Background: an optimization exercise with open tools, aiming at small area, a short achievable clock period and few clock cycles. Do not read the settings as production practice.
RTL that was checked went through simulation tests only; none was proved equivalent to the original.
The RTL of runs 1 and 2 was laid out without a check of its function.
No activity file was given, so power comes from the tool's default toggle rates.

## flow/run.sh

```bash
#!/bin/bash
# synth_recipe.tcl (not shown) runs the flow's synth.tcl, then flattens the netlist and writes it again
# the make line also repeats each setting of config.mk as NAME=value (left out here)
make -C /OpenROAD-flow-scripts/flow DESIGN_CONFIG=/design/flow/config.mk WORK_HOME=/design/flow/orfs CLKGATE_MAP_FILE= SYNTH_SCRIPT=/design/flow/synth_recipe.tcl finish
```

## flow/config.mk

```make
export PLATFORM = sky130hd
export DESIGN_NAME = udp_rx_top
export DESIGN_NICKNAME = udp_rx_top
export VERILOG_FILES = /design/flow/design.v
export SDC_FILE = /design/flow/constraint.sdc
export NUM_CORES = 4
export LEC_CHECK = 0
export CAP_MARGIN = 20
export CORE_MARGIN = 2
export CORE_UTILIZATION = 40
export SETUP_SLACK_MARGIN = 2.5
export SLEW_MARGIN = 20
```

## flow/constraint.sdc

```tcl
create_clock -name core_clock -period 5.0 [get_ports {clk}]
set_input_delay 1.0000 -clock core_clock [delete_from_list [all_inputs] [get_ports {clk}]]
set_output_delay 1.0000 -clock core_clock [all_outputs]
set_load 0.01 [all_outputs]
```

## flow/design.v

```verilog
`timescale 1ns/10ps
`default_nettype none
module udp_rx_csr #(
    parameter integer RD_PIPE = 0    
) (
    input  wire                            clk,
    input  wire                            rst_i,
    input  wire [8-1:0]      awaddr_i,
    input  wire                            awvalid_i,
    input  wire [32-1:0]      wdata_i,
    input  wire [32/8-1:0]    wstrb_i,
    input  wire                            wvalid_i,
    input  wire                            bready_i,
    input  wire [8-1:0]      araddr_i,
    input  wire                            arvalid_i,
    input  wire                            rready_i,
    output wire                            awready_o,
    output wire                            wready_o,
    output wire [1:0]                      bresp_o,
    output wire                            bvalid_o,
    output wire                            arready_o,
    output wire [32-1:0]      rdata_o,
    output wire [1:0]                      rresp_o,
    output wire                            rvalid_o,
    output wire                            cfg_enable_o,
    output wire [31:0]                     cfg_local_ip_o,
    output wire [15:0]                     cfg_port_o,
    input  wire                            drop_i,
    input  wire [70:0]                     head_hdr_i,
    input  wire [8*64-1:0] head_words_i,
    input  wire [8*3-1:0] head_wid_i,
    input  wire [3-1:0]      count_i,
    output wire                            pop_o
);
    localparam [5:0] W_CTRL     = 6'h00;
    localparam [5:0] W_LOCAL_IP = 6'h01;
    localparam [5:0] W_POP      = 6'h07;
    reg                        awready_q;
    reg                        bvalid_q;
    reg  [1:0]                 bcnt_q;
    reg                        arready_q;
    reg                        rvalid_q;
    reg  [32-1:0] rdata_q;
    reg                        enable_q;
    reg  [15:0]                port_q;
    reg  [31:0]                local_ip_q;
    reg  [31:0]                drops_q;
    reg  [1:0]                 bcnt_d;
    wire                       aw_hs;
    wire                       ar_hs;
    wire                       b_hs;
    wire                       r_free;
    wire                       load_r;
    wire [5:0]                 sel;
    reg  [32-1:0] rdata_d;
    wire [5:0]                 wa;
    assign wa    = awaddr_i[7:2];
    assign aw_hs = awvalid_i && wvalid_i && awready_q;
    assign b_hs  = bvalid_q && bready_i;
    assign pop_o = aw_hs && (wa == W_POP) && (awaddr_i[1:0] == 2'b00);
    always @(*) begin
        bcnt_d = bcnt_q + {1'b0, aw_hs} - {1'b0, b_hs};
    end
    always @(posedge clk) begin
        if (rst_i) begin
            awready_q  <= 1'b0;
            bvalid_q   <= 1'b0;
            bcnt_q     <= 2'd0;
            enable_q   <= 1'b0;
            port_q     <= 16'd0;
            local_ip_q <= 32'd0;
            drops_q    <= 32'd0;
        end else begin
            bcnt_q    <= bcnt_d;
            bvalid_q  <= (bcnt_d != 2'd0);
            awready_q <= (bcnt_d != 2'd2);
            if (drop_i) begin
                drops_q <= drops_q + 32'd1;
            end
            if (aw_hs && awaddr_i[1:0] == 2'b00 && wa == W_CTRL) begin
                if (wstrb_i[0]) enable_q     <= wdata_i[0];
                if (wstrb_i[2]) port_q[7:0]  <= wdata_i[23:16];
                if (wstrb_i[3]) port_q[15:8] <= wdata_i[31:24];
            end
            if (aw_hs && awaddr_i[1:0] == 2'b00 && wa == W_LOCAL_IP) begin
                if (wstrb_i[0]) local_ip_q[7:0]   <= wdata_i[7:0];
                if (wstrb_i[1]) local_ip_q[15:8]  <= wdata_i[15:8];
                if (wstrb_i[2]) local_ip_q[23:16] <= wdata_i[23:16];
                if (wstrb_i[3]) local_ip_q[31:24] <= wdata_i[31:24];
            end
        end
    end
    reg  [31:0] win_d;
    wire [31:0] reg_lo;
    wire [31:0] reg_hi;
    wire [31:0] reg_d;
    integer     j;
    always @(*) begin
        win_d = 32'd0;
        for (j = 0; j < 8; j = j + 1) begin
            if (head_wid_i[j*3 +: 3] == sel[3:1]) begin
                win_d = win_d | (sel[0] ? head_words_i[64*j+32 +: 32] : head_words_i[64*j +: 32]);
            end
        end
    end
    assign reg_lo = sel[1] ? (sel[0] ? drops_q : {{(32-3){1'b0}}, count_i})
                           : (sel[0] ? local_ip_q : {port_q, 15'd0, enable_q});
    assign reg_hi = sel[1] ? (sel[0] ? 32'd0 : {25'd0, head_hdr_i[6:0]})
                           : (sel[0] ? head_hdr_i[38:7] : head_hdr_i[70:39]);
    assign reg_d  = sel[2] ? reg_hi : reg_lo;
    always @(*) begin
        if (sel[5:4] == 2'b01) begin
            rdata_d = win_d;
        end else if (sel[5:3] == 3'b000) begin
            rdata_d = reg_d;
        end else begin
            rdata_d = 32'd0;
        end
    end
    assign ar_hs  = arvalid_i && arready_q;
    assign r_free = !rvalid_q || rready_i;
    generate
        if (RD_PIPE == 0) begin : g_p0
            reg       q0v_q;
            reg [5:0] q0a_q;
            wire      q0v_d;
            wire      rv_d;
            assign sel    = q0v_q ? q0a_q : araddr_i[7:2];
            assign load_r = r_free && (q0v_q || ar_hs);
            assign q0v_d  = q0v_q ? (!load_r || ar_hs) : (ar_hs && !load_r);
            assign rv_d   = load_r || (rvalid_q && !rready_i);
            always @(posedge clk) begin
                if (rst_i) begin
                    q0v_q     <= 1'b0;
                    rvalid_q  <= 1'b0;
                    arready_q <= 1'b0;
                end else begin
                    q0v_q     <= q0v_d;
                    rvalid_q  <= rv_d;
                    arready_q <= !(q0v_d && rv_d);
                end
            end
            always @(posedge clk) begin
                if (ar_hs && (!q0v_q || load_r) && !(load_r && !q0v_q)) begin
                    q0a_q <= araddr_i[7:2];
                end
            end
        end else begin : g_p1
            reg       q0v_q, q1v_q;
            reg [5:0] q0a_q, q1a_q;
            wire      rv_d;
            reg       q0v_d, q1v_d;
            assign sel    = q0a_q;
            assign load_r = r_free && q0v_q;
            assign rv_d   = load_r || (rvalid_q && !rready_i);
            always @(*) begin
                q0v_d = q0v_q;
                q1v_d = q1v_q;
                if (load_r) begin
                    q0v_d = q1v_q || ar_hs;
                    q1v_d = q1v_q && ar_hs;
                end else if (ar_hs) begin
                    q0v_d = 1'b1;
                    q1v_d = q0v_q;
                end
            end
            always @(posedge clk) begin
                if (rst_i) begin
                    q0v_q     <= 1'b0;
                    q1v_q     <= 1'b0;
                    rvalid_q  <= 1'b0;
                    arready_q <= 1'b0;
                end else begin
                    q0v_q     <= q0v_d;
                    q1v_q     <= q1v_d;
                    rvalid_q  <= rv_d;
                    arready_q <= !(q1v_d && rv_d);
                end
            end
            always @(posedge clk) begin
                if (load_r || !q0v_q) begin
                    q0a_q <= q1v_q ? q1a_q : araddr_i[7:2];
                end
                if (ar_hs) begin
                    q1a_q <= araddr_i[7:2];
                end
            end
        end
    endgenerate
    always @(posedge clk) begin
        if (load_r) begin
            rdata_q <= rdata_d;
        end
    end
    assign awready_o = awready_q;
    assign wready_o  = awready_q;
    assign bresp_o   = 2'b00;
    assign bvalid_o  = bvalid_q;
    assign arready_o = arready_q;
    assign rdata_o   = rdata_q;
    assign rresp_o   = 2'b00;
    assign rvalid_o  = rvalid_q;
    assign cfg_enable_o   = enable_q;
    assign cfg_local_ip_o = local_ip_q;
    assign cfg_port_o     = port_q;
endmodule
`default_nettype wire
`timescale 1ns/10ps
`default_nettype none
module udp_rx_ctrl (
    input  wire                            clk,
    input  wire                            rst_i,
    input  wire                            cfg_enable_i,
    input  wire [31:0]                     cfg_local_ip_i,
    input  wire [15:0]                     cfg_port_i,
    input  wire                            full_i,
    input  wire [31:0]                     hdr_src_ip_i,
    input  wire [15:0]                     hdr_src_port_i,
    input  wire [31:0]                     hdr_dst_ip_i,
    input  wire [15:0]                     hdr_dst_port_i,
    input  wire [15:0]                     hdr_length_i,
    input  wire                            hdr_valid_i,
    output wire                            hdr_ready_o,
    input  wire [64-1:0]       beat_data_i,
    input  wire                            beat_last_i,
    input  wire                            beat_valid_i,
    output wire                            beat_ready_o,
    output wire                            hdr_we_o,
    output wire [70:0]                     hdr_o,
    output wire                            wr_we_o,
    output wire [3-1:0]   wr_idx_o,
    output wire [64-1:0]       wr_data_o,
    output wire                            wr_commit_o,
    output wire                            drop_o,
    output wire                            rx_irq_o
);
    reg                           busy_q;      
    reg                           acc_q;       
    reg  [3-1:0] cnt_q;       
    reg                           irq_q;
    reg                           brdy_q;      
    reg                           first_q;     
    reg  [2:0]                    gap_q;       
    wire                          hdr_hs;
    wire                          beat_hs;
    wire                          accept;
    wire [15:0]                   pay_len;
    assign hdr_hs  = hdr_valid_i && !busy_q;
    assign beat_hs = beat_valid_i && brdy_q;
    assign pay_len = hdr_length_i - 16'd8;
    assign accept  = cfg_enable_i
                  && (hdr_dst_ip_i == cfg_local_ip_i)
                  && (hdr_dst_port_i == cfg_port_i)
                  && (pay_len <= (8 * 8))
                  && !full_i;
    always @(posedge clk) begin
        if (rst_i) begin
            busy_q  <= 1'b0;
            acc_q   <= 1'b0;
            irq_q   <= 1'b0;
            cnt_q   <= {3{1'b0}};
            brdy_q  <= 1'b0;
            first_q <= 1'b0;
            gap_q   <= 3'd0;
        end else begin
            irq_q <= beat_hs && beat_last_i && acc_q;
            if (hdr_hs) begin
                busy_q <= 1'b1;
            end else if (beat_hs && beat_last_i) begin
                busy_q <= 1'b0;
            end
            if (hdr_hs) begin
                acc_q <= accept;
            end
            if (hdr_hs) begin
                cnt_q <= {3{1'b0}};
            end else if (beat_hs) begin
                cnt_q <= cnt_q + 1'b1;
            end
            gap_q   <= beat_hs ? 3'd1 : gap_q + 3'd1;
            first_q <= hdr_hs || (first_q && !beat_hs);
            brdy_q  <= hdr_hs || (busy_q && !(beat_hs && beat_last_i) &&
                                  ((first_q && !beat_hs) || (beat_hs ? 1'b1 : (gap_q == 3'd0))));
        end
    end
    assign hdr_ready_o  = !busy_q;
    assign beat_ready_o = brdy_q;
    assign hdr_we_o    = hdr_hs && !full_i;
    assign hdr_o       = {hdr_src_ip_i, hdr_src_port_i, hdr_dst_port_i, hdr_length_i[6:0]};
    assign wr_we_o     = beat_hs && acc_q;
    assign wr_idx_o    = cnt_q;
    assign wr_data_o   = beat_data_i;
    assign wr_commit_o = beat_hs && beat_last_i && acc_q;
    assign drop_o      = beat_hs && beat_last_i && !acc_q;
    assign rx_irq_o    = irq_q;
endmodule
`default_nettype wire
`timescale 1ns/10ps
`default_nettype none
module udp_rx_buffer (
    input  wire                            clk,
    input  wire                            rst_i,
    input  wire                            hdr_we_i,
    input  wire [70:0]                     hdr_i,
    input  wire                            wr_we_i,
    input  wire [3-1:0]   wr_idx_i,
    input  wire [64-1:0]       wr_data_i,
    input  wire                            wr_commit_i,
    input  wire                            pop_i,
    output wire [70:0]                     head_hdr_o,
    output wire [8*64-1:0] head_words_o,
    output wire [8*3-1:0] head_wid_o,
    output wire [3-1:0]      count_o,
    output wire                            full_o
);
    localparam integer SW = 8 * 64;
    reg  [SW-1:0]                 slot_q [0:4-1];
    reg  [70:0]                   hdr_q  [0:4-1];
    reg  [2-1:0] wr_ptr_q;
    reg  [2-1:0] rd_ptr_q;
    reg  [3-1:0]    count_q;
    reg  [3-1:0] pos_q  [0:4-1];    
    reg  [3-1:0] pos_d  [0:4-1];
    reg  [8*3-1:0] wid_q;        
    wire [3-1:0] hpos_d;
    wire [2-1:0] rd_ptr_d;
    wire                          do_pop;
    assign do_pop = pop_i && (count_q != {3{1'b0}});
    genvar s, w;
    generate
        for (s = 0; s < 4; s = s + 1) begin : g_slot
            always @(posedge clk) begin
                slot_q[s][64 +: SW-64] <= slot_q[s][0 +: SW-64];
                if (wr_we_i && wr_ptr_q == s) begin
                    slot_q[s][0 +: 64] <= wr_data_i;
                end else begin
                    slot_q[s][0 +: 64] <= slot_q[s][SW-64 +: 64];
                end
                pos_q[s] <= pos_d[s];
            end
            always @(*) begin
                if (wr_we_i && wr_ptr_q == s && wr_idx_i == {3{1'b0}}) begin
                    pos_d[s] = {3{1'b0}};
                end else begin
                    pos_d[s] = pos_q[s] + 1'b1;
                end
            end
            always @(posedge clk) begin
                if (hdr_we_i && wr_ptr_q == s) begin
                    hdr_q[s] <= hdr_i;
                end
            end
        end
    endgenerate
    assign rd_ptr_d = rd_ptr_q + {{(2-1){1'b0}}, do_pop};
    assign hpos_d = pos_d[rd_ptr_d];
    genvar j;
    generate
        for (j = 0; j < 8; j = j + 1) begin : g_wid
            always @(posedge clk) begin
                wid_q[j*3 +: 3] <= hpos_d - j;
            end
        end
    endgenerate
    always @(posedge clk) begin
        if (rst_i) begin
            wr_ptr_q <= {2{1'b0}};
            rd_ptr_q <= {2{1'b0}};
            count_q  <= {3{1'b0}};
        end else begin
            if (wr_commit_i) begin
                wr_ptr_q <= wr_ptr_q + 1'b1;
            end
            if (do_pop) begin
                rd_ptr_q <= rd_ptr_q + 1'b1;
            end
            case ({wr_commit_i, do_pop})
                2'b10:   count_q <= count_q + 1'b1;
                2'b01:   count_q <= count_q - 1'b1;
                default: count_q <= count_q;
            endcase
        end
    end
    assign head_hdr_o   = rd_ptr_q[1] ? (rd_ptr_q[0] ? hdr_q[3] : hdr_q[2])
                                      : (rd_ptr_q[0] ? hdr_q[1] : hdr_q[0]);
    assign head_words_o = rd_ptr_q[1] ? (rd_ptr_q[0] ? slot_q[3] : slot_q[2])
                                      : (rd_ptr_q[0] ? slot_q[1] : slot_q[0]);
    assign head_wid_o   = wid_q;
    assign count_o      = count_q;
    assign full_o       = count_q[2];
endmodule
`default_nettype wire
`timescale 1ns/10ps
`default_nettype none
module udp_rx_top (
    input  wire                            clk,
    input  wire                            rst_i,
    input  wire [31:0]                     hdr_src_ip_i,
    input  wire [15:0]                     hdr_src_port_i,
    input  wire [31:0]                     hdr_dst_ip_i,
    input  wire [15:0]                     hdr_dst_port_i,
    input  wire [15:0]                     hdr_length_i,
    input  wire                            hdr_valid_i,
    output wire                            hdr_ready_o,
    input  wire [64-1:0]       beat_data_i,
    input  wire                            beat_last_i,
    input  wire                            beat_valid_i,
    output wire                            beat_ready_o,
    input  wire [8-1:0]      axil_awaddr_i,
    input  wire                            axil_awvalid_i,
    input  wire [32-1:0]      axil_wdata_i,
    input  wire [32/8-1:0]    axil_wstrb_i,
    input  wire                            axil_wvalid_i,
    input  wire                            axil_bready_i,
    input  wire [8-1:0]      axil_araddr_i,
    input  wire                            axil_arvalid_i,
    input  wire                            axil_rready_i,
    output wire                            axil_awready_o,
    output wire                            axil_wready_o,
    output wire [1:0]                      axil_bresp_o,
    output wire                            axil_bvalid_o,
    output wire                            axil_arready_o,
    output wire [32-1:0]      axil_rdata_o,
    output wire [1:0]                      axil_rresp_o,
    output wire                            axil_rvalid_o,
    output wire                            rx_irq_o
);
    wire                                     cfg_enable;
    wire [31:0]                              cfg_local_ip;
    wire [15:0]                              cfg_port;
    wire                                     drop;
    wire                                     hdr_we;
    wire [70:0]                              hdr;
    wire                                     wr_we;
    wire [3-1:0]            wr_idx;
    wire [64-1:0]                wr_data;
    wire                                     wr_commit;
    wire                                     full;
    wire                                     pop;
    wire [70:0]                              head_hdr;
    wire [8*64-1:0] head_words;
    wire [8*3-1:0] head_wid;
    wire [3-1:0]               count;
    udp_rx_csr #(.RD_PIPE(0)) u_csr (
        .clk            (clk),
        .rst_i          (rst_i),
        .awaddr_i       (axil_awaddr_i),
        .awvalid_i      (axil_awvalid_i),
        .wdata_i        (axil_wdata_i),
        .wstrb_i        (axil_wstrb_i),
        .wvalid_i       (axil_wvalid_i),
        .bready_i       (axil_bready_i),
        .araddr_i       (axil_araddr_i),
        .arvalid_i      (axil_arvalid_i),
        .rready_i       (axil_rready_i),
        .awready_o      (axil_awready_o),
        .wready_o       (axil_wready_o),
        .bresp_o        (axil_bresp_o),
        .bvalid_o       (axil_bvalid_o),
        .arready_o      (axil_arready_o),
        .rdata_o        (axil_rdata_o),
        .rresp_o        (axil_rresp_o),
        .rvalid_o       (axil_rvalid_o),
        .cfg_enable_o   (cfg_enable),
        .cfg_local_ip_o (cfg_local_ip),
        .cfg_port_o     (cfg_port),
        .drop_i         (drop),
        .head_hdr_i     (head_hdr),
        .head_words_i   (head_words),
        .head_wid_i     (head_wid),
        .count_i        (count),
        .pop_o          (pop)
    );
    udp_rx_ctrl u_ctrl (
        .clk            (clk),
        .rst_i          (rst_i),
        .cfg_enable_i   (cfg_enable),
        .cfg_local_ip_i (cfg_local_ip),
        .cfg_port_i     (cfg_port),
        .full_i         (full),
        .hdr_src_ip_i   (hdr_src_ip_i),
        .hdr_src_port_i (hdr_src_port_i),
        .hdr_dst_ip_i   (hdr_dst_ip_i),
        .hdr_dst_port_i (hdr_dst_port_i),
        .hdr_length_i   (hdr_length_i),
        .hdr_valid_i    (hdr_valid_i),
        .hdr_ready_o    (hdr_ready_o),
        .beat_data_i    (beat_data_i),
        .beat_last_i    (beat_last_i),
        .beat_valid_i   (beat_valid_i),
        .beat_ready_o   (beat_ready_o),
        .hdr_we_o       (hdr_we),
        .hdr_o          (hdr),
        .wr_we_o        (wr_we),
        .wr_idx_o       (wr_idx),
        .wr_data_o      (wr_data),
        .wr_commit_o    (wr_commit),
        .drop_o         (drop),
        .rx_irq_o       (rx_irq_o)
    );
    udp_rx_buffer u_buffer (
        .clk            (clk),
        .rst_i          (rst_i),
        .hdr_we_i       (hdr_we),
        .hdr_i          (hdr),
        .wr_we_i        (wr_we),
        .wr_idx_i       (wr_idx),
        .wr_data_i      (wr_data),
        .wr_commit_i    (wr_commit),
        .pop_i          (pop),
        .head_hdr_o     (head_hdr),
        .head_words_o   (head_words),
        .head_wid_o     (head_wid),
        .count_o        (count),
        .full_o         (full)
    );
endmodule
`default_nettype wire
```

==> results of run 1 <==
per-stage QoR:
step                      util, %  cell area [um2]  std cells
final                        49.8            99300       8706
after global routing         49.8            99300       8705
after CTS                    48.7            97200       8592
after detailed placement     43.6            86900       8039
after global placement       43.6            86900       8037
after floorplan                 -            80900       5296
placed cells by master (no fill, tap or decap), drive strengths merged, types with 3 or more instances in the layout:
| cell type | count |
|---|---|
| dlygate4sd2 | 9 |
| or3 | 7 |
| mux2i | 57 |
| diode | 14 |
| mux2 | 261 |
| bufinv | 21 |
| clkdlybuf4s50 | 220 |
| and4 | 4 |
| nor3 | 13 |
| bufbuf | 4 |
| nand2b | 3 |
| nor4 | 7 |
| a2111oi | 192 |
| buf | 371 |
| nand2 | 713 |
| inv | 34 |
| and2 | 14 |
| conb | 4 |
| nand3 | 63 |
| a22o | 31 |
| nor2b | 4 |
| clkinvlp | 14 |
| nor2 | 103 |
| a21boi | 4 |
| edfxtp | 322 |
| nand4 | 22 |
| clkdlybuf4s15 | 4 |
| and3 | 4 |
| mux4 | 587 |
| a21oi | 154 |
| xor2 | 32 |
| dfxtp | 2180 |
| o21ai | 16 |
| xnor2 | 85 |
| clkinv | 68 |
| clkbuf | 332 |
| o22ai | 36 |
| a211oi | 3 |
| ha | 20 |
power by group:
part	switching [mW]	total (mW)	internal, mW	leakage [nW]
Clock	7.68	18.1	10.4	3.90
Sequential	0.0934	20.6	20.5	20.5
Combinational	1.95	3.04	1.09	11.5
Total	9.72	41.7	31.9	35.9
worst max-delay path by stage:
stage                     slack, ps                          end  cells past startpoint                   startpoint
after floorplan                1840   u_buffer.wid_q[23]$_DFF_P_                      8                axil_wvalid_i
after global placement          280  u_csr.rdata_q[17]$_DFFE_PP_                      8             axil_araddr_i[3]
after detailed placement        360  u_csr.rdata_q[31]$_DFFE_PP_                      9             axil_araddr_i[5]
after CTS                      2140  u_csr.rdata_q[19]$_DFFE_PP_                     10             axil_araddr_i[3]
after global routing           2100  u_csr.rdata_q[17]$_DFFE_PP_                     11  u_csr.g_p0.q0v_q$_SDFF_PP0_
final                          2130  u_csr.rdata_q[17]$_DFFE_PP_                     11  u_csr.g_p0.q0v_q$_SDFF_PP0_
registers in the layout (all words and copies together) (netlist names), 2 cells and up:
name	cells
u_buffer.slot_q	2048
u_buffer.hdr_q	284
u_csr.drops_q	32
u_csr.local_ip_q	32
u_csr.rdata_q	32
u_csr.port_q	16
u_buffer.wid_q	14
u_buffer.pos_q	12
u_csr.g_p0.q0a_q	6
u_buffer.count_q	3
u_ctrl.cnt_q	3
u_ctrl.gap_q	3
u_buffer.rd_ptr_q	2
u_buffer.wr_ptr_q	2
u_csr.bcnt_q	2
layer usage:
layer / GRT usage (%) / vias to the layer above
met5: 0 / -
met4: 7.20 / 4
met3: 3.23 / 384
met2: 34.1 / 1302
met1: 26.9 / 23600
li1: - / 20600
critical path: cells and delay by family (launching register included):
family / cells / cell delay (ps)
xor gates and xnor gates: 1 / 120
muxes: 1 / 290
AOI/OAI and AO/OA: 3 / 730
DFF: 1 / 450
buffers and inverters: 5 / 770
and+or+nand+nor: 1 / 220
cells by family after synthesis:
logic type,after synthesis
AO/OA/AOI/OAI,443
XOR/XNOR,116
adder cells (fa/ha/maj),21
buffers and inverters,344
flip-flops,2502
multiplexers,903
other,1
AND/OR/NAND/NOR,963
area by class of cell:
class	instances	area [um2]	share of cell area, %
clock inverters	115	1320	1.33
multi-input cells	2455	26900	27.1
diodes	14	35.0	0.0353
repair buffers	626	7690	7.74
well taps	2656	3320	3.35
clock buffers	316	6610	6.66
inverters	22	82.6	0.0832
flip-flops and latches	2502	53300	53.7
what timing repair did:
| action | CTS | global route |
|---|---|---|
| pin swaps | 61 | 88 |
| endpoints found under the setup margin | 239 | 68 |
| buffers inserted | 97 | 81 |
| gates cloned | 25 | 19 |
| resized for setup | 381 | 231 |
==> flow_metrics.py, run 1 <==
metrics = {
    "sta": {
        "slew_viol_final": 0,
        "fin_setup_tns_ps": 0,
        "finalClockSkew_ps": 52.6,
        "slew_headroom_pct": 41.4,
        "fmax_ghz": 0.349,
        "worst_slack_ps": 2130,
        "fin_hold_ws_ps": 302,
        "setup_viol": 0,
        "hold_viol": 0,
        "worst_slew_pin_slew_ps": 857,
        "rsz0062_at_grt": "true",
        "period_share_pct": 57.3,
        "period_needed_ps": 2870,
    },
    "clocking": {
        "clock_sinks": 2502,
        "h-tree-depth": 4,
        "clk_pin_slew_ps": 60,
        "cts_tree": "done",
        "ctsHoldBuffers": 0,
        "cts_buffer_depth": 3,
        "cts_root_buf": "clkbuf_16",
        "clock_latency_ps": 860,
        "cts_buffers": 228,
    },
    "synthesis": {
        "async_flop_share_pct": 0,
        "synth_seq_cells": 2502,
        "avgSynthCellArea_um2": 15.2,
        "netlist_area_mm2": 0.0802,
        "yosysMostFrequentCell": "dfxtp_1",
        "yosysTopAreaCellShare_pct": 54.4,
        "yosys_warnings": 7,
        "synth_top_area_cell": "dfxtp_1",
        "synth-edff-count": 322,
        "synth_top_family_by_area": "multiplexers",
        "synth_mux_area_share_pct": 20.9,
        "ys.flop_type": "dfxtp_1",
        "synth-simple-area-share_pct": 4.93,
        "synth_area_leaders": "dfxtp_1, mux4_2, edfxtp_1",
        "synthTopCellsByCount": "dfxtp_1, nand2_1, mux4_2, edfxtp_1, mux2_2",
        "synthXorXnorAreaFrac_pct": 1.35,
        "yosysSeqAreaShare_pct": 66.5,
        "yosysUniqueCellTypes": 56,
        "synthCells": 5293,
        "synthAdderAreaFrac_pct": 0.337,
        "synth_compound_area_share_pct": 3.91,
    },
    "route": {
        "wl_met3_um": 10600,
        "top_layer_used": "met5",
        "wl_per_cell_um": 24.7,
        "via_per_inst": 5.27,
        "dr.first_iter.drc_count": 3518,
        "dr_total_vias": 45900,
        "wl_met1_um": 91500,
        "drt-total-wl_um": 215000,
        "drtPass1Iterations": 6,
        "drc": 0,
        "met2_length_um": 106000,
        "ant_nets": 0,
    },
    "global_route": {
        "grt_start_max_net_pins": 70,
        "overflow": 0,
        "grt_pass1_wl_um": 312000,
        "grtUsageTotal_pct": 20.4,
        "antenna_found_initial": 35,
        "grt_pass1_vias": 47200,
    },
    "critical_path": {
        "r2r_setup_slack_ps": 2130,
        "start_kind": "register",
        "r2r_start": "u_csr.g_p0.q0v_q$_SDFF_PP0_",
        "worstPathRequired_ps": 5600,
        "crit_type": "register to register",
        "end_kind": "register",
        "crit_path_cell_trace": "mux2i_4, buf_12, buf_4, buf_12, xnor2_4, buf_4, buf_4, a2111oi_2, a2111oi_4, nand3_4, a22o_1",
        "critical_path.most_common_cell": "buf_4",
        "reg2reg_to": "u_csr.rdata_q[17]$_DFFE_PP_",
        "worstRegToRegCells": 11,
        "crit_fanout": 8,
        "arrival_ps": 3470,
        "critPathSlowestCell": "dfxtp_4",
        "slowest_delay_ps": 450,
    },
    "cells_and_area": {
        "layout-drive-gt1-share_pct": 31.0,
        "area_growth_pct": 23.8,
        "nFillCells": 16700,
        "nets": 6094,
    },
    "die": {
        "pin_count": 282,
        "coreArea_mm2": 0.199,
        "num_rows": 164,
        "fp.dieH_um": 452,
        "initial_core_util_pct": 40.2,
        "die_w_um": 452,
        "die_area_mm2": 0.204,
    },
    "pwr": {
        "p_leak_nw": 35.9,
        "power_mw": 41.7,
        "powerDensity_mw_per_mm2": 420,
        "max-vdd-ir-drop_mv": 0.412,
    },
    "worst_hold_path": {
        "hold_end": "u_buffer.slot_q[2][113]$_DFF_P_",
        "min_path_cells": 0,
        "hp-start": "u_buffer.slot_q[2][49]$_DFF_P_",
        "hold_path_class": "register to register",
    },
    "placed_design": {
        "gp_congestion": 0.849,
        "io_buffers": 275,
        "hpwlAfterDp_um": 127000,
        "pre_cts_slack_ps": 357,
    },
    "run": {
        "maxCapViolCount": 0,
    },
    "status": {
        "status": "finished clean",
    },
}
==> run 2, diff against run 1 <==
--- a/flow/design.v
+++ b/flow/design.v
@@ -188,8 +188,10 @@
         end
     endgenerate
+    reg  [32-1:0] out_q;
     always @(posedge clk) begin
         if (load_r) begin
             rdata_q <= rdata_d;
         end
+        out_q <= load_r ? rdata_d : rdata_q;
     end
     assign awready_o = awready_q;
@@ -198,5 +200,5 @@
     assign bvalid_o  = bvalid_q;
     assign arready_o = arready_q;
-    assign rdata_o   = rdata_q;
+    assign rdata_o   = out_q;
     assign rresp_o   = 2'b00;
     assign rvalid_o  = rvalid_q;
@@ -236,4 +238,5 @@
 );
     reg                           busy_q;      
+    reg                           hrdy_q;      
     reg                           acc_q;       
     reg  [3-1:0] cnt_q;       
@@ -257,4 +260,5 @@
         if (rst_i) begin
             busy_q  <= 1'b0;
+            hrdy_q  <= 1'b0;
             acc_q   <= 1'b0;
             irq_q   <= 1'b0;
@@ -267,6 +271,10 @@
             if (hdr_hs) begin
                 busy_q <= 1'b1;
+                hrdy_q <= 1'b0;
             end else if (beat_hs && beat_last_i) begin
                 busy_q <= 1'b0;
+                hrdy_q <= 1'b1;
+            end else begin
+                hrdy_q <= !busy_q;
             end
             if (hdr_hs) begin
@@ -284,5 +292,5 @@
         end
     end
-    assign hdr_ready_o  = !busy_q;
+    assign hdr_ready_o  = hrdy_q;
     assign beat_ready_o = brdy_q;
     assign hdr_we_o    = hdr_hs && !full_i;
==> run 2 against run 1 <==
Compared with the run above:
- still clean
- clock power fell by 3%
- sequential power barely moved
- flip-flop and latch count rose by 1
- power fell by 5.6%
- register-to-register slack got worse by 50 ps
- non-clock buffer count rose by 126
- via count rose by 2.9%
- combinational power fell by 58%
- clock skew fell by 21 ps
- hold slack improved by 31 ps
- count of clock-buffer cells in the layout rose by 21
- critical path type unchanged
- largest cell class unchanged
- highest routed layer unchanged
==> flow_metrics.py, run 2 <==
metrics = {
    "cells_and_area": {
        "mostFrequentLayoutCells": "dfxtp_1, nand2_1, mux4_2, edfxtp_1, mux2_2",
        "layout_commonest_cell": "dfxtp_1",
        "nFillCells": 16400,
        "layout-drive-gt1-share_pct": 32.3,
        "design_area_mm2": 0.101,
        "regMostFlops": "u_buffer.slot_q",
        "reg_top3": "u_buffer.slot_q (2048), u_buffer.hdr_q (284)",
        "nets": 6265,
        "area_growth_pct": 26.2,
        "multiInputGateArea_mm2": 0.0271,
        "largest_reg_flops": 2048,
        "seqCellArea_mm2": 0.0533,
        "fin_cells": 8861,
    },
    "synthesis": {
        "yosysSeqAreaShare_pct": 66.4,
        "yosysMostFrequentCell": "dfxtp_1",
        "synth-edff-count": 322,
        "synth_seq_cells": 2503,
        "yosysTopAreaCellShare_pct": 54.4,
        "synthTopCellsByCount": "dfxtp_1, nand2_1, mux4_2, edfxtp_1, mux2_2",
        "avgSynthCellArea_um2": 15.0,
        "yosys_warnings": 7,
        "synth_top_area_cell": "dfxtp_1",
        "ys.flop_type": "dfxtp_1",
        "synth_area_leaders": "dfxtp_1, mux4_2, edfxtp_1",
        "yosysUniqueCellTypes": 55,
        "async_flop_share_pct": 0,
        "synthCells": 5341,
        "netlist_area_mm2": 0.0803,
    },
    "critical_path": {
        "end_kind": "register",
        "crit_fanout": 14,
        "start_kind": "register",
        "arrival_ps": 3630,
        "worstRegToRegCells": 11,
        "crit_type": "register to register",
        "worstPathRequired_ps": 5710,
    },
    "route": {
        "drc": 0,
        "dr.first_iter.drc_count": 4046,
        "drt-total-wl_um": 228000,
        "dr_total_vias": 47200,
        "via_per_inst": 5.33,
        "wl_per_cell_um": 25.7,
        "ant_nets": 0,
        "drtPass1Iterations": 8,
    },
    "pwr": {
        "p_leak_nw": 37.0,
        "seqPwrFrac_pct": 52.0,
        "p_int_mw": 30.9,
        "p_comb_share_pct": 3.2,
        "p_sw_mw": 8.39,
        "max-vdd-ir-drop_mv": 0.399,
        "p_sw_share_pct": 21.3,
        "p_clk_share_pct": 44.8,
        "powerDensity_mw_per_mm2": 388,
        "power_mw": 39.3,
    },
    "placed_design": {
        "hpwlAfterDp_um": 128000,
        "io_buffers": 275,
        "place_inst": 8066,
        "placed_cell_area_mm2": 0.0865,
        "gp_congestion": 0.841,
    },
    "sta": {
        "fmax_ghz": 0.342,
        "slew_headroom_pct": 27.4,
        "setup_viol": 0,
        "period_needed_ps": 2920,
        "worst_slew_pin_slew_ps": 1090,
        "rsz0062_at_grt": "true",
        "period_share_pct": 58.4,
        "slew_viol_final": 0,
        "finalClockSkew_ps": 31.3,
        "fin_setup_tns_ps": 0,
        "hold_viol": 0,
    },
    "clocking": {
        "clock_sinks": 2503,
        "h-tree-depth": 4,
        "cts_buffer_depth": 3,
        "cts_tree": "done",
        "ctsHoldBuffers": 0,
        "cts_buffers": 226,
        "cts_root_buf": "clkbuf_16",
        "clk_pin_slew_ps": 70,
        "clock_latency_ps": 850,
    },
    "status": {
        "status": "finished clean",
    },
    "die": {
        "pin_count": 282,
        "num_rows": 164,
        "fp.dieH_um": 452,
        "die_w_um": 452,
        "coreArea_mm2": 0.200,
        "die_area_mm2": 0.204,
        "initial_core_util_pct": 40.2,
    },
    "worst_hold_path": {
        "hold_path_class": "register to register",
        "min_path_cells": 0,
    },
    "global_route": {
        "grt_pass1_wl_um": 324000,
        "grt_pass1_vias": 48700,
        "overflow": 0,
        "grtUsageTotal_pct": 21.3,
        "grt_start_max_net_pins": 93,
        "antenna_found_initial": 33,
    },
    "run": {
        "maxCapViolCount": 0,
    },
}
[run 2: cell types whose count changed after synthesis, sizes merged, moves of 29 or more]
cell,delta
nand3,+34
xor2,+29
mux2i,-33
xnor2,-36
a21oi,+37
nand2,+33
[run 2: worst paths after layout]
path	slack (ps)	to	start
worst min-delay path	330	u_buffer.slot_q[0][437]$_DFF_P_	u_buffer.slot_q[0][373]$_DFF_P_
worst min register to register	330	u_buffer.slot_q[0][437]$_DFF_P_	u_buffer.slot_q[0][373]$_DFF_P_
worst max-delay path	2080	u_csr.rdata_q[19]$_DFFE_PP_	u_csr.g_p0.q0v_q$_SDFF_PP0_
worst max register to register	2080	u_csr.rdata_q[19]$_DFFE_PP_	u_csr.g_p0.q0v_q$_SDFF_PP0_
[run 2: power by group through the flow]
stage,registers [mW],clock network (mW),logic [mW]
floorplan,20.9,0,0.376
finish,20.5,17.6,1.27
detailed placement,20.9,0,0.971
CTS,20.4,17.8,1.17
global route,20.4,18.7,1.31
global placement,20.9,0,0.963
[run 2: stage by stage]
stage	utilization (%)	setup WS, ps	hold slack (ps)
CTS	49.6	2130	326
global placement	43.3	459	328
global route	50.7	2010	344
detailed placement	43.3	433	331
finish	50.7	2080	333
floorplan	-	1990	326
[run 2: final cells by class]
| class | instances | area share [%] |
|---|---|---|
| Antenna cell | 8 | 0.0198 |
| Clock buffer | 337 | 6.62 |
| Clock inverter | 82 | 0.940 |
| Inverter | 26 | 0.0963 |
| Multi-Input combinational cell | 2497 | 26.8 |
| Sequential cell | 2503 | 52.7 |
| Tap cell | 2656 | 3.28 |
| Timing Repair Buffer | 752 | 9.60 |
[run 2: per-layer routing]
| metal | part of all wire [%] | wire, um | track usage [%] |
|---|---|---|---|
| met5 | 0.032 | 72 | 0 |
| met1 | 43 | 97500 | 28.5 |
| met2 | 48 | 108000 | 34.6 |
| met3 | 6.2 | 14100 | 4.27 |
| met4 | 3.2 | 7370 | 7.51 |
[run 2: kinds of logic (layout without fill, tap and decap cells)]
logic type	Yosys count	after routing	synth area share, %
XOR/XNOR	109	109	1.30
buffers and inverters	350	1197	2.14
multiplexers	870	874	20.5
flip-flops	2503	2503	66.4
AO/OA/AOI/OAI	488	488	4.22
adder cells (fa/ha/maj)	21	21	0.337
AND/OR/NAND/NOR	999	1001	5.10
other	1	12	0.00467
[run 2: what timing repair did]
item                                    4_1_cts  5_1_grt
resized for setup                           541      219
setup buffers                               177      117
cloned                                       57       16
endpoints found under the setup margin      127      152
pin swaps                                   103      108
[run 2: critical path, cell delays in order (launching register included)]
cell	delay, ps
dfxtp_4	380
buf_12	130
buf_4	120
mux2i_4	250
buf_12	210
buf_16	210
buf_12	140
nand2_1	50
a2111oi_0	850
a2111oi_4	40
nand3_2	210
a22o_1	150
==> run 3, diff against run 2 <==
--- a/flow/design.v
+++ b/flow/design.v
@@ -29,5 +29,5 @@
     input  wire [70:0]                     head_hdr_i,
     input  wire [8*64-1:0] head_words_i,
-    input  wire [8*3-1:0] head_wid_i,
+    input  wire [3-1:0]   head_base_i,
     input  wire [3-1:0]      count_i,
     output wire                            pop_o
@@ -54,4 +54,5 @@
     wire [5:0]                 sel;
     reg  [32-1:0] rdata_d;
+    wire [3-1:0] stage;
     wire [5:0]                 wa;
     assign wa    = awaddr_i[7:2];
@@ -91,17 +92,22 @@
         end
     end
-    reg  [31:0] win_d;
+    wire [3:0]  widx;
+    wire [31:0] win_m [0:3];
+    wire [31:0] win_d;
     wire [31:0] reg_lo;
     wire [31:0] reg_hi;
     wire [31:0] reg_d;
-    integer     j;
-    always @(*) begin
-        win_d = 32'd0;
-        for (j = 0; j < 8; j = j + 1) begin
-            if (head_wid_i[j*3 +: 3] == sel[3:1]) begin
-                win_d = win_d | (sel[0] ? head_words_i[64*j+32 +: 32] : head_words_i[64*j +: 32]);
-            end
+    assign stage = head_base_i - sel[3:1];
+    assign widx  = {stage, sel[0]};
+    genvar g;
+    generate
+        for (g = 0; g < 4; g = g + 1) begin : g_win
+            assign win_m[g] = widx[1] ? (widx[0] ? head_words_i[32*(4*g+3) +: 32]
+                                                  : head_words_i[32*(4*g+2) +: 32])
+                                      : (widx[0] ? head_words_i[32*(4*g+1) +: 32]
+                                                  : head_words_i[32*(4*g+0) +: 32]);
         end
-    end
+    endgenerate
+    assign win_d = widx[3] ? (widx[2] ? win_m[3] : win_m[2]) : (widx[2] ? win_m[1] : win_m[0]);
     assign reg_lo = sel[1] ? (sel[0] ? drops_q : {{(32-3){1'b0}}, count_i})
                            : (sel[0] ? local_ip_q : {port_q, 15'd0, enable_q});
@@ -188,10 +194,8 @@
         end
     endgenerate
-    reg  [32-1:0] out_q;
     always @(posedge clk) begin
         if (load_r) begin
             rdata_q <= rdata_d;
         end
-        out_q <= load_r ? rdata_d : rdata_q;
     end
     assign awready_o = awready_q;
@@ -200,5 +204,5 @@
     assign bvalid_o  = bvalid_q;
     assign arready_o = arready_q;
-    assign rdata_o   = out_q;
+    assign rdata_o   = rdata_q;
     assign rresp_o   = 2'b00;
     assign rvalid_o  = rvalid_q;
@@ -238,5 +242,4 @@
 );
     reg                           busy_q;      
-    reg                           hrdy_q;      
     reg                           acc_q;       
     reg  [3-1:0] cnt_q;       
@@ -260,5 +263,4 @@
         if (rst_i) begin
             busy_q  <= 1'b0;
-            hrdy_q  <= 1'b0;
             acc_q   <= 1'b0;
             irq_q   <= 1'b0;
@@ -271,10 +273,6 @@
             if (hdr_hs) begin
                 busy_q <= 1'b1;
-                hrdy_q <= 1'b0;
             end else if (beat_hs && beat_last_i) begin
                 busy_q <= 1'b0;
-                hrdy_q <= 1'b1;
-            end else begin
-                hrdy_q <= !busy_q;
             end
             if (hdr_hs) begin
@@ -292,5 +290,5 @@
         end
     end
-    assign hdr_ready_o  = hrdy_q;
+    assign hdr_ready_o  = !busy_q;
     assign beat_ready_o = brdy_q;
     assign hdr_we_o    = hdr_hs && !full_i;
@@ -318,5 +316,5 @@
     output wire [70:0]                     head_hdr_o,
     output wire [8*64-1:0] head_words_o,
-    output wire [8*3-1:0] head_wid_o,
+    output wire [3-1:0]   head_base_o,
     output wire [3-1:0]      count_o,
     output wire                            full_o
@@ -330,6 +328,5 @@
     reg  [3-1:0] pos_q  [0:4-1];    
     reg  [3-1:0] pos_d  [0:4-1];
-    reg  [8*3-1:0] wid_q;        
-    wire [3-1:0] hpos_d;
+    reg  [3-1:0] hpos_q;                         
     wire [2-1:0] rd_ptr_d;
     wire                          do_pop;
@@ -362,13 +359,7 @@
     endgenerate
     assign rd_ptr_d = rd_ptr_q + {{(2-1){1'b0}}, do_pop};
-    assign hpos_d = pos_d[rd_ptr_d];
-    genvar j;
-    generate
-        for (j = 0; j < 8; j = j + 1) begin : g_wid
-            always @(posedge clk) begin
-                wid_q[j*3 +: 3] <= hpos_d - j;
-            end
-        end
-    endgenerate
+    always @(posedge clk) begin
+        hpos_q <= pos_d[rd_ptr_d];
+    end
     always @(posedge clk) begin
         if (rst_i) begin
@@ -394,5 +385,5 @@
     assign head_words_o = rd_ptr_q[1] ? (rd_ptr_q[0] ? slot_q[3] : slot_q[2])
                                       : (rd_ptr_q[0] ? slot_q[1] : slot_q[0]);
-    assign head_wid_o   = wid_q;
+    assign head_base_o  = hpos_q;
     assign count_o      = count_q;
     assign full_o       = count_q[2];
@@ -448,5 +439,5 @@
     wire [70:0]                              head_hdr;
     wire [8*64-1:0] head_words;
-    wire [8*3-1:0] head_wid;
+    wire [3-1:0]            head_base;
     wire [3-1:0]               count;
     udp_rx_csr #(.RD_PIPE(0)) u_csr (
@@ -476,5 +467,5 @@
         .head_hdr_i     (head_hdr),
         .head_words_i   (head_words),
-        .head_wid_i     (head_wid),
+        .head_base_i    (head_base),
         .count_i        (count),
         .pop_o          (pop)
@@ -519,5 +510,5 @@
         .head_hdr_o     (head_hdr),
         .head_words_o   (head_words),
-        .head_wid_o     (head_wid),
+        .head_base_o    (head_base),
         .count_o        (count),
         .full_o         (full)
==> run 3 against run 2 <==
Compared with the run above:
- first-iteration DRC count shrank 14%
- critical path depth grew 2
- area after synthesis down 1.7%
- sequential share of layout area up 3.6 points
- flip-flop and latch count shrank 12
- clock skew is 34 ps higher
- hold slack got worse by 48 ps
- combinational power rose by 76%
- count of clock-buffer cells in the layout is 2 higher
- die area decreased by 1.7%
- register-to-register slack worse by 30 ps
- largest cell class unchanged
==> flow_metrics.py, run 3 <==
metrics = {
    "placed_design": {
        "gp_congestion": 0.862,
        "io_buffers": 275,
        "hpwlAfterDp_um": 122000,
    },
    "critical_path": {
        "r2r_setup_slack_ps": 2050,
        "crit_type": "input pin to register",
        "start_kind": "input pin",
        "worstPathRequired_ps": 5580,
        "r2r_start": "u_csr.g_p0.q0v_q$_SDFF_PP0_",
        "arrival_ps": 3550,
        "startpoint": "axil_araddr_i[4]",
        "end_kind": "register",
        "reg2reg_to": "u_csr.rdata_q[24]$_DFFE_PP_",
        "worstRegToRegCells": 14,
        "crit_fanout": 7,
    },
    "worst_hold_path": {
        "hold_end": "u_buffer.slot_q[1][245]$_DFF_P_",
        "hp-start": "u_buffer.slot_q[1][181]$_DFF_P_",
        "min_path_cells": 0,
        "hold_path_class": "register to register",
    },
    "cells_and_area": {
        "multiInputGateArea_mm2": 0.0248,
        "mostFrequentLayoutCells": "dfxtp_1, mux4_2, nand2_1, edfxtp_1, mux2_2",
        "final_core_util_pct": 48.3,
        "area_growth_pct": 19.6,
        "layout-drive-gt1-share_pct": 26.8,
        "layout_commonest_cell": "dfxtp_1",
        "nFillCells": 16700,
        "largest_reg_flops": 2048,
        "regMostFlops": "u_buffer.slot_q",
        "reg_top3": "u_buffer.slot_q (2048), u_buffer.hdr_q (284)",
        "nets": 5796,
        "seqCellArea_mm2": 0.0531,
    },
    "global_route": {
        "grt_start_max_net_pins": 128,
        "overflow": 0,
        "grt_pass1_vias": 45000,
        "grtUsageTotal_pct": 19.5,
        "grt_pass1_wl_um": 292000,
        "antenna_found_initial": 35,
    },
    "route": {
        "dr_total_vias": 43500,
        "dr.first_iter.drc_count": 3460,
        "via_per_inst": 5.20,
        "wl_per_cell_um": 23.9,
        "ant_nets": 0,
        "drtPass1Iterations": 5,
        "drc": 0,
        "drt-total-wl_um": 200000,
    },
    "sta": {
        "slew_headroom_pct": 23.5,
        "setup_viol": 0,
        "fmax_ghz": 0.336,
        "period_share_pct": 59.5,
        "period_needed_ps": 2980,
        "slew_viol_final": 0,
        "fin_hold_ws_ps": 285,
        "worst_slew_pin_slew_ps": 1150,
        "rsz0062_at_grt": "true",
        "hold_viol": 0,
        "fin_setup_tns_ps": 0,
        "finalClockSkew_ps": 65.3,
    },
    "die": {
        "die_w_um": 448,
        "coreArea_mm2": 0.195,
        "initial_core_util_pct": 40.4,
        "num_rows": 162,
        "die_area_mm2": 0.201,
        "pin_count": 282,
        "fp.dieH_um": 448,
    },
    "synthesis": {
        "ys.flop_type": "dfxtp_1",
        "netlist_area_mm2": 0.0789,
        "async_flop_share_pct": 0,
        "synth_seq_cells": 2491,
        "synth-edff-count": 322,
        "synth_top_area_cell": "dfxtp_1",
        "synthTopCellsByCount": "dfxtp_1, nand2_1, mux4_2, edfxtp_1, mux2_2",
        "avgSynthCellArea_um2": 15.3,
        "synthCells": 5153,
        "yosysSeqAreaShare_pct": 67.3,
        "synth_area_leaders": "dfxtp_1, mux4_2, edfxtp_1",
        "yosysMostFrequentCell": "dfxtp_1",
        "yosysUniqueCellTypes": 57,
        "yosysTopAreaCellShare_pct": 55.1,
        "yosys_warnings": 7,
    },
    "run": {
        "maxCapViolCount": 0,
    },
    "pwr": {
        "max-vdd-ir-drop_mv": 0.438,
        "p_leak_nw": 33.8,
        "powerDensity_mw_per_mm2": 432,
    },
    "clocking": {
        "cts_buffers": 234,
        "cts_tree": "done",
        "cts_buffer_depth": 3,
        "clock_latency_ps": 870,
        "clk_pin_slew_ps": 60,
        "clock_sinks": 2491,
        "cts_root_buf": "clkbuf_16",
        "ctsHoldBuffers": 0,
        "h-tree-depth": 4,
    },
    "status": {
        "status": "finished clean",
    },
}
==> run 3: repair_timing <==
action | in CTS | in global routing
resized for setup | 224 | 63
cloned | 15 | 8
buffers inserted | 43 | 8
endpoints found under the setup margin | 458 | 84
pin swaps | 13 | 41
==> run 3: worst max-delay path by stage <==
stage,to,slack (ps),depth (start not counted)
final,u_csr.rdata_q[17]$_DFFE_PP_,2020,13
after global routing,u_csr.rdata_q[13]$_DFFE_PP_,1980,15
after CTS,u_csr.rdata_q[26]$_DFFE_PP_,2090,14
after detailed placement,u_csr.rdata_q[16]$_DFFE_PP_,650,11
after global placement,u_csr.rdata_q[26]$_DFFE_PP_,740,12
after floorplan,u_csr.rdata_q[24]$_DFFE_PP_,1720,12
==> run 3: logic make-up (layout without fill, tap and decap cells) <==
family | after synthesis | in the layout | synth area share (%)
DFF | 2491 | 2491 | 67.3
and+or+nand+nor | 1011 | 1015 | 5.58
muxes | 905 | 907 | 21.4
buffers and inverters | 324 | 893 | 1.96
AOI/OAI and AO/OA | 313 | 313 | 2.41
xor gates and xnor gates | 87 | 87 | 0.966
adders and majority gates | 21 | 21 | 0.352
other | 1 | 10 | 0.00476
==> run 3: power by group <==
group          switching (mW)  internal (mW)  total [mW]  leakage [nW]
sequential             0.0534           20.4        20.4          20.4
combinational            1.29          0.949        2.24          9.38
clock                    7.67           10.4        18.1          3.98
total                    9.01           31.8        40.8          33.8
==> run 3: metrics by stage <==
stage | setup WS (ps) | cell area (um2) | power, mW | instances
6_report | 2020 | 94300 | 40.8 | 8361
2_1_floorplan | 1720 | 79100 | 21.7 | 5156
3_3_place_gp | 736 | 84800 | 22.6 | 7851
4_1_cts | 2090 | 93700 | 40.8 | 8339
5_1_grt | 1980 | 94300 | 42.0 | 8359
3_5_place_dp | 653 | 84800 | 22.6 | 7851
==> run 3: layer usage <==
metal | part of all wire, % | track usage (%) | routed length, um | vias up
li1 | - | - | - | 19700
met5 | 0.053 | 0 | 107 | -
met3 | 4.7 | 3.32 | 9330 | 366
met4 | 3.2 | 7.08 | 6460 | 18
met2 | 48 | 31.6 | 96100 | 1049
met1 | 44 | 26.3 | 88200 | 22300
==> run 3: area by class of cell <==
cell class | count | area share (%)
tap | 2624 | 3.48
timing repair buffer | 436 | 5.26
clock buffer | 339 | 7.34
sequential | 2491 | 56.3
clock inverter | 91 | 1.20
multi-input combinational | 2347 | 26.3
inverter | 27 | 0.107
antenna | 6 | 0.0159
==> run 3: worst max-delay path: stages <==
cell	delay, ps
clkdlybuf4s50_1	470
mux2_2	180
inv_2	50
fa_2	610
buf_6	110
buf_8	120
nor2b_4	210
buf_12	200
buf_12	140
buf_16	150
nand3_2	70
nand4_1	120
o211ai_1	100
Testbench counts of run 3, summed over its fixed seeds: cycles 21,360.
==> run 4, diff against run 3 <==
--- a/flow/config.mk
+++ b/flow/config.mk
@@ -8,5 +8,5 @@
 export CAP_MARGIN = 20
 export CORE_MARGIN = 2
-export CORE_UTILIZATION = 40
+export CORE_UTILIZATION = 60
 export SETUP_SLACK_MARGIN = 2.5
 export SLEW_MARGIN = 20
==> run 4 against run 3 <==
Compared with the run above:
- register-to-register slack gained 160 ps
- synthesized cell count unchanged
- critical path depth unchanged
- hold slack better by 44 ps
- design area shrank 0.29%
- cell count fell by 9.9%
==> flow_metrics.py, run 4 <==
metrics = {
    "clocking": {
        "cts_root_buf": "clkbuf_16",
        "h-tree-depth": 4,
        "clock_sinks": 2491,
        "ctsHoldBuffers": 0,
        "cts_tree": "done",
        "cts_buffers": 228,
        "clk_pin_slew_ps": 70,
        "clock_latency_ps": 850,
        "cts_buffer_depth": 3,
    },
    "cells_and_area": {
        "layout_commonest_cell": "dfxtp_1",
        "regMostFlops": "u_buffer.slot_q",
        "layout-drive-gt1-share_pct": 27.4,
        "area_growth_pct": 19.3,
        "nFillCells": 8688,
        "mostFrequentLayoutCells": "dfxtp_1, mux4_2, nand2_1, edfxtp_1, mux2_2",
        "reg_top3": "u_buffer.slot_q (2048), u_buffer.hdr_q (284)",
        "nets": 5827,
        "largest_reg_flops": 2048,
    },
    "route": {
        "dr.first_iter.drc_count": 3899,
        "via_per_inst": 5.85,
        "wl_per_cell_um": 26.4,
        "ant_nets": 0,
        "drtPass1Iterations": 5,
        "drt-total-wl_um": 199000,
        "drc": 0,
        "dr_total_vias": 44100,
    },
    "critical_path": {
        "cpLargestDelayFamily": "buffers and inverters",
        "slowest_delay_ps": 390,
        "cp.depth": 13,
        "worstRegToRegCells": 13,
        "arrival_ps": 3360,
        "crit_buf_inv": 5,
        "end_kind": "register",
        "worstPathRequired_ps": 5570,
        "crit_type": "register to register",
        "startpoint": "u_csr.g_p0.q0v_q$_SDFF_PP0_",
        "critPathSlowestCell": "fa_2",
        "crit_path_end": "u_csr.rdata_q[28]$_DFFE_PP_",
        "start_kind": "register",
        "r2r_setup_slack_ps": 2210,
        "crit_path_cell_trace": "buf_4, mux2_4, inv_4, fa_2, xor2_2, xnor2_2, buf_4, nand2b_4, buf_12, buf_12, a31oi_1, nand4_1, o211ai_1",
        "r2r_start": "u_csr.g_p0.q0v_q$_SDFF_PP0_",
        "crit_fanout": 8,
        "reg2reg_to": "u_csr.rdata_q[28]$_DFFE_PP_",
    },
    "synthesis": {
        "yosysSeqAreaShare_pct": 67.3,
        "avgSynthCellArea_um2": 15.3,
        "yosysTopAreaCellShare_pct": 55.1,
        "yosys_warnings": 7,
        "synth_top_area_cell": "dfxtp_1",
        "synthTopCellsByCount": "dfxtp_1, nand2_1, mux4_2, edfxtp_1, mux2_2",
        "yosysUniqueCellTypes": 57,
        "synth-edff-count": 322,
        "yosysMostFrequentCell": "dfxtp_1",
        "synth_area_leaders": "dfxtp_1, mux4_2, edfxtp_1",
        "ys.flop_type": "dfxtp_1",
        "async_flop_share_pct": 0,
        "synth_seq_cells": 2491,
        "netlist_area_mm2": 0.0789,
        "synthCells": 5153,
    },
    "placed_design": {
        "hpwlAfterDp_um": 115000,
        "pre_cts_slack_ps": 489,
        "gp_congestion": 0.853,
        "io_buffers": 275,
    },
    "global_route": {
        "grtUsageTotal_pct": 28.9,
        "grt_pass1_vias": 45100,
        "antenna_found_initial": 19,
        "overflow": 0,
        "grt_start_max_net_pins": 131,
        "grt_pass1_wl_um": 288000,
    },
    "run": {
        "maxCapViolCount": 0,
    },
    "status": {
        "status": "finished clean",
    },
    "pwr": {
        "p_leak_nw": 34.1,
        "p_sw_mw": 9.03,
        "powerDensity_mw_per_mm2": 436,
        "p_sw_share_pct": 22.0,
        "p_int_mw": 32.0,
        "seqPwrFrac_pct": 49.8,
        "p_comb_share_pct": 6.2,
        "p_clk_share_pct": 44.0,
        "max-vdd-ir-drop_mv": 0.363,
    },
    "sta": {
        "worst_slack_ps": 2210,
        "finalClockSkew_ps": 39.4,
        "fin_setup_tns_ps": 0,
        "fmax_ghz": 0.359,
        "slew_headroom_pct": 27.9,
        "slew_viol_final": 0,
        "period_needed_ps": 2790,
        "rsz0062_at_grt": "true",
        "period_share_pct": 55.8,
        "hold_viol": 0,
        "setup_viol": 0,
        "worst_slew_pin_slew_ps": 1080,
    },
    "worst_hold_path": {
        "hold_path_class": "register to register",
    },
    "die": {
        "coreArea_mm2": 0.131,
        "num_rows": 133,
        "pin_count": 282,
        "fp.dieH_um": 367,
        "die_w_um": 367,
        "die_area_mm2": 0.134,
        "initial_core_util_pct": 60.2,
    },
}
[run 4: cell counts after synthesis]
Identical to the previous run, type by type.
[run 4: area by class of cell]
| type | count | area (um2) | share of cell area (%) |
|---|---|---|---|
| repair buffers | 472 | 5730 | 6.09 |
| well taps | 1755 | 2200 | 2.33 |
| flip-flops and latches | 2491 | 53100 | 56.4 |
| clock inverters | 89 | 1140 | 1.21 |
| clock buffers | 342 | 6820 | 7.25 |
| diodes | 10 | 25.0 | 0.0266 |
| inverters | 27 | 104 | 0.110 |
| multi-input cells | 2348 | 25000 | 26.5 |
[run 4: cells by family after synthesis]
| logic type | share of synthesized area, % |
|---|---|
| flops | 67.3 |
| mux | 21.4 |
| xor+xnor | 0.966 |
| fa+ha+maj | 0.352 |
| buf+inv | 1.96 |
| simple gates | 5.58 |
| other cells | 0.00476 |
| compound gates | 2.41 |
[run 4: repair_timing]
action / 4_1_cts / 5_1_grt
setup buffers: 43 / 18
gates resized for setup: 265 / 74
pin swaps: 17 / 49
endpoints found under the setup margin: 247 / 112
gates cloned: 27 / 15
[run 4: per-layer routing]
| layer | global-route usage, % | vias to the layer above | share of wire (%) |
|---|---|---|---|
| li1 | - | 19800 | - |
| met1 | 40.5 | 22600 | 43 |
| met3 | 6.17 | 309 | 7.1 |
| met2 | 45.0 | 1360 | 47 |
| met5 | 0 | - | 0.030 |
| met4 | 10.5 | 12 | 3.4 |
[run 4: worst register-to-register path, cell delays in order (launching register included)]
cell and delay (ps):
dfxtp_4 370, buf_4 140, mux2_4 210, inv_4 40
fa_2 390, xor2_2 170, xnor2_2 270, buf_4 160
nand2b_4 220, buf_12 150, buf_12 150, a31oi_1 60
nand4_1 110, o211ai_1 90
[run 4: per-stage QoR]
step                      cells  hold slack, ps  util [%]  power [mW]  area (um2)
after floorplan            5156             323         -        21.7       79100
after global placement     6990             327      63.9        22.6       83700
after detailed placement   6990             331      63.9        22.6       83700
after CTS                  7491             323      71.1        40.9       93100
after global routing       7530             334      71.8        42.1       94100
final                      7534             329      71.8        41.0       94100
[run 4: worst min-delay path by stage]
| stage | from | end | slack, ps | depth (start not counted) |
|---|---|---|---|---|
| after global routing | u_buffer.slot_q[2][161]$_DFF_P_ | u_buffer.slot_q[2][225]$_DFF_P_ | 330 | 0 |
| after CTS | u_buffer.slot_q[3][161]$_DFF_P_ | u_buffer.slot_q[3][225]$_DFF_P_ | 320 | 0 |
| after floorplan | u_buffer.slot_q[1][109]$_DFF_P_ | u_buffer.slot_q[1][173]$_DFF_P_ | 320 | 0 |
| final | u_buffer.slot_q[3][161]$_DFF_P_ | u_buffer.slot_q[3][225]$_DFF_P_ | 330 | 0 |
| after global placement | u_buffer.slot_q[2][67]$_DFF_P_ | u_buffer.slot_q[2][131]$_DFF_P_ | 330 | 0 |
| after detailed placement | u_buffer.slot_q[2][178]$_DFF_P_ | u_buffer.slot_q[2][242]$_DFF_P_ | 330 | 0 |
[run 4: power by group through the flow]
stage                     logic (mW)  clock network, mW  registers, mW
after floorplan                0.847                  0           20.9
after detailed placement        1.73                  0           20.9
after global placement          1.71                  0           20.9
after global routing            2.65               19.0           20.4
final                           2.56               18.0           20.4
after CTS                       2.20               18.2           20.4
==> run 5, diff against run 4 <==
--- a/flow/config.mk
+++ b/flow/config.mk
@@ -9,4 +9,6 @@
 export CORE_MARGIN = 2
 export CORE_UTILIZATION = 60
+export CTS_CLUSTER_DIAMETER = 100
+export CTS_CLUSTER_SIZE = 24
 export SETUP_SLACK_MARGIN = 2.5
 export SLEW_MARGIN = 20
==> run 5 against run 4 <==
Compared with the run above:
- still clean on timing, DRC and antenna
- via count down 2.8%
- synthesized cell count unchanged
- routed wire length down 5.4%
- power down 19%
- hold slack better by 2.1 ps
- design area down 5.5%
- non-clock buffer count down 8
- core utilization down 4.0 points
- setup slack worse by 130 ps
- combinational power down 4%
- critical path type is now input pin to register
- critical endpoint is now u_csr.rdata_q[16]$_DFFE_PP_
- largest cell class unchanged
==> flow_metrics.py, run 5 <==
metrics = {
    "critical_path": {
        "worstPathRequired_ps": 5480,
        "crit_type": "input pin to register",
        "crit_fanout": 7,
        "start_kind": "input pin",
        "arrival_ps": 3400,
        "end_kind": "register",
    },
    "run": {
        "maxCapViolCount": 0,
    },
    "route": {
        "drt-total-wl_um": 188000,
        "dr.first_iter.drc_count": 4048,
        "dr_total_vias": 42800,
        "via_per_inst": 5.90,
        "ant_nets": 0,
        "wl_per_cell_um": 26.0,
        "drtPass1Iterations": 5,
        "drc": 0,
    },
    "sta": {
        "slew_viol_final": 0,
        "setup_viol": 0,
        "period_needed_ps": 2920,
        "period_share_pct": 58.3,
        "rsz0062_at_grt": "true",
        "worst_slew_pin_slew_ps": 1060,
        "hold_viol": 0,
        "fmax_ghz": 0.343,
        "fin_hold_ws_ps": 331,
        "finalClockSkew_ps": 36.5,
        "slew_headroom_pct": 29.0,
        "fin_setup_tns_ps": 0,
    },
    "placed_design": {
        "io_buffers": 275,
        "gp_congestion": 0.853,
        "hpwlAfterDp_um": 115000,
    },
    "clocking": {
        "cts_buffer_depth": 3,
        "clock_latency_ps": 750,
        "cts_tree": "done",
        "cts_buffers": 113,
        "cts_root_buf": "clkbuf_16",
        "clock_sinks": 2491,
        "clk_pin_slew_ps": 90,
        "h-tree-depth": 3,
    },
    "synthesis": {
        "synth_area_leaders": "dfxtp_1, mux4_2, edfxtp_1",
        "synthTopCellsByCount": "dfxtp_1, nand2_1, mux4_2, edfxtp_1, mux2_2",
        "synthCells": 5153,
        "synth_top_area_cell": "dfxtp_1",
        "yosysUniqueCellTypes": 57,
        "synth-edff-count": 322,
        "yosysTopAreaCellShare_pct": 55.1,
        "yosysSeqAreaShare_pct": 67.3,
        "yosysMostFrequentCell": "dfxtp_1",
        "async_flop_share_pct": 0,
        "yosys_warnings": 7,
        "avgSynthCellArea_um2": 15.3,
        "synth_seq_cells": 2491,
        "ys.flop_type": "dfxtp_1",
        "netlist_area_mm2": 0.0789,
    },
    "cells_and_area": {
        "layout-drive-gt1-share_pct": 23.5,
        "regMostFlops": "u_buffer.slot_q",
        "largest_reg_flops": 2048,
        "final_core_util_pct": 67.9,
        "layout_commonest_cell": "dfxtp_1",
        "mostFrequentLayoutCells": "dfxtp_1, mux4_2, nand2_1, edfxtp_1, mux2_2",
        "reg_top3": "u_buffer.slot_q (2048), u_buffer.hdr_q (284)",
        "area_growth_pct": 12.7,
        "nets": 5704,
    },
    "die": {
        "initial_core_util_pct": 60.2,
        "coreArea_mm2": 0.131,
        "pin_count": 282,
        "fp.dieH_um": 367,
        "die_w_um": 367,
        "num_rows": 133,
        "die_area_mm2": 0.134,
    },
    "worst_hold_path": {
        "hold_path_class": "register to register",
    },
    "status": {
        "status": "finished clean",
    },
    "global_route": {
        "antenna_found_initial": 16,
        "overflow": 0,
        "globalRouteMet2Util_pct": 43.9,
        "met3_usage_pct": 3.83,
        "grt_pass1_wl_um": 278000,
        "met1_usage_pct": 40.9,
        "top_usage_layer": "met2",
        "grt_pass1_vias": 43400,
        "grt_start_max_net_pins": 131,
        "grtUsageTotal_pct": 27.7,
    },
    "pwr": {
        "max-vdd-ir-drop_mv": 0.304,
        "powerDensity_mw_per_mm2": 373,
        "power_mw": 33.1,
        "p_leak_nw": 31.6,
    },
}
run 5: cell counts after synthesis:
Identical to the previous run, type by type.
run 5: kinds of logic (layout without fill, tap and decap cells):
kind of cell / Yosys count / count (layout) / share of synthesized area (%)
fa+ha+maj: 21 / 21 / 0.352
mux: 905 / 906 / 21.4
xor+xnor: 87 / 87 / 0.966
simple gates: 1011 / 1017 / 5.58
other cells: 1 / 5 / 0.00476
flops: 2491 / 2491 / 67.3
compound gates: 313 / 313 / 2.41
buf+inv: 324 / 658 / 1.96
run 5: critical path: stages:
cell and delay, ps:
clkdlybuf4s15_1 220, mux2i_4 80, inv_2 80, ha_4 130
inv_2 40, fa_2 630, buf_6 110, buf_6 120
and2_4 240, buf_8 150, buf_6 100, buf_12 160
a31oi_4 90, nand4_1 120, o211ai_1 100
run 5: final timing paths:
path         slack [ps]                            start                         endpoint  cells past startpoint
min                 330  u_buffer.slot_q[1][347]$_DFF_P_  u_buffer.slot_q[1][411]$_DFF_P_                      0
max                2080                 axil_araddr_i[3]      u_csr.rdata_q[16]$_DFFE_PP_                     15
min reg2reg         330  u_buffer.slot_q[1][347]$_DFF_P_  u_buffer.slot_q[1][411]$_DFF_P_                      0
max reg2reg        2080      u_csr.g_p0.q0v_q$_SDFF_PP0_      u_csr.rdata_q[16]$_DFFE_PP_                     14
run 5: repair_timing:
action	4_1_cts	5_1_grt
setup endpoints to repair	268	153
buffers inserted	54	13
pin swaps	46	45
cloned	22	6
gates resized for setup	228	43
endpoints found under the hold margin	0	0
hold buffers	0	0
run 5: where the power goes:
group          total, mW  switching [mW]  internal [mW]
Sequential          20.4          0.0498           20.4
Clock               10.3            5.98           4.28
Combinational       2.47            1.38           1.09
Total               33.1            7.41           25.7
run 5: layer usage:
layer / part of all wire, % / wire (um)
met1: 45 / 84300
met2: 47 / 88600
met3: 5.9 / 11100
met4: 2.3 / 4280
met5: 0.035 / 66
run 5: cell type report:
| class | instances | area (um2) |
|---|---|---|
| multi-input combinational | 2348 | 24900 |
| inverter | 27 | 104 |
| antenna | 1 | 2.50 |
| clock inverter | 5 | 72.6 |
| tap | 1755 | 2200 |
| fill | 9293 | 42100 |
| clock buffer | 162 | 3060 |
| timing repair buffer | 464 | 5430 |
| sequential | 2491 | 53100 |
run 5: through the flow:
step	cell area [um2]	cells	setup slack, ps
finish	88900	7253	2080
global route	88900	7253	1990
CTS	88300	7233	2130
detailed placement	83700	6990	489
floorplan	79100	5156	1720
global placement	83700	6990	545

-- what the ideal ports hide --
The flow's constraints put no driver on any port. The routed layouts listed below were extracted and timed again, unchanged, in two steps.
Step 1, drivers: a clkbuf_16 drives clk and a buf_2 each remaining input, both assumed.
Step 2 moves the port delays by t, midway between the first and last clock arrival at a register: inputs arrive t later, outputs are due t later. That takes back most of the time a late clock gives input paths.
Slacks: no drivers / after step 1 / after step 2; pairs: no drivers / after step 1.
| run | t, ns | setup slack, ns | worst setup path at the end | latest minus earliest clock arrival (ns) | cell pins on the clock port's net |
|---|---|---|---|---|---|
| run 1 | 0.922 | 2.134 / 2.111 / 1.189 | input to register | 0.060 / 0.059 | 1 |
| run 2 | 0.930 | 2.079 / 2.079 / 1.221 | input to register | 0.045 / 0.045 | 1 |
| run 3 | 0.928 | 2.024 / 1.995 / 1.067 | input to register | 0.073 / 0.073 | 1 |
| run 4 | 0.903 | 2.211 / 2.211 / 1.358 | input to register | 0.043 / 0.043 | 1 |
| run 5 | 0.805 | 2.083 / 2.085 / 1.282 | input to register | 0.042 / 0.043 | 1 |
After both steps setup and hold are still met in every run listed. The setup slack of run 3, which loses most, moves by -0.029 ns with the drivers and by -0.957 ns with both steps.
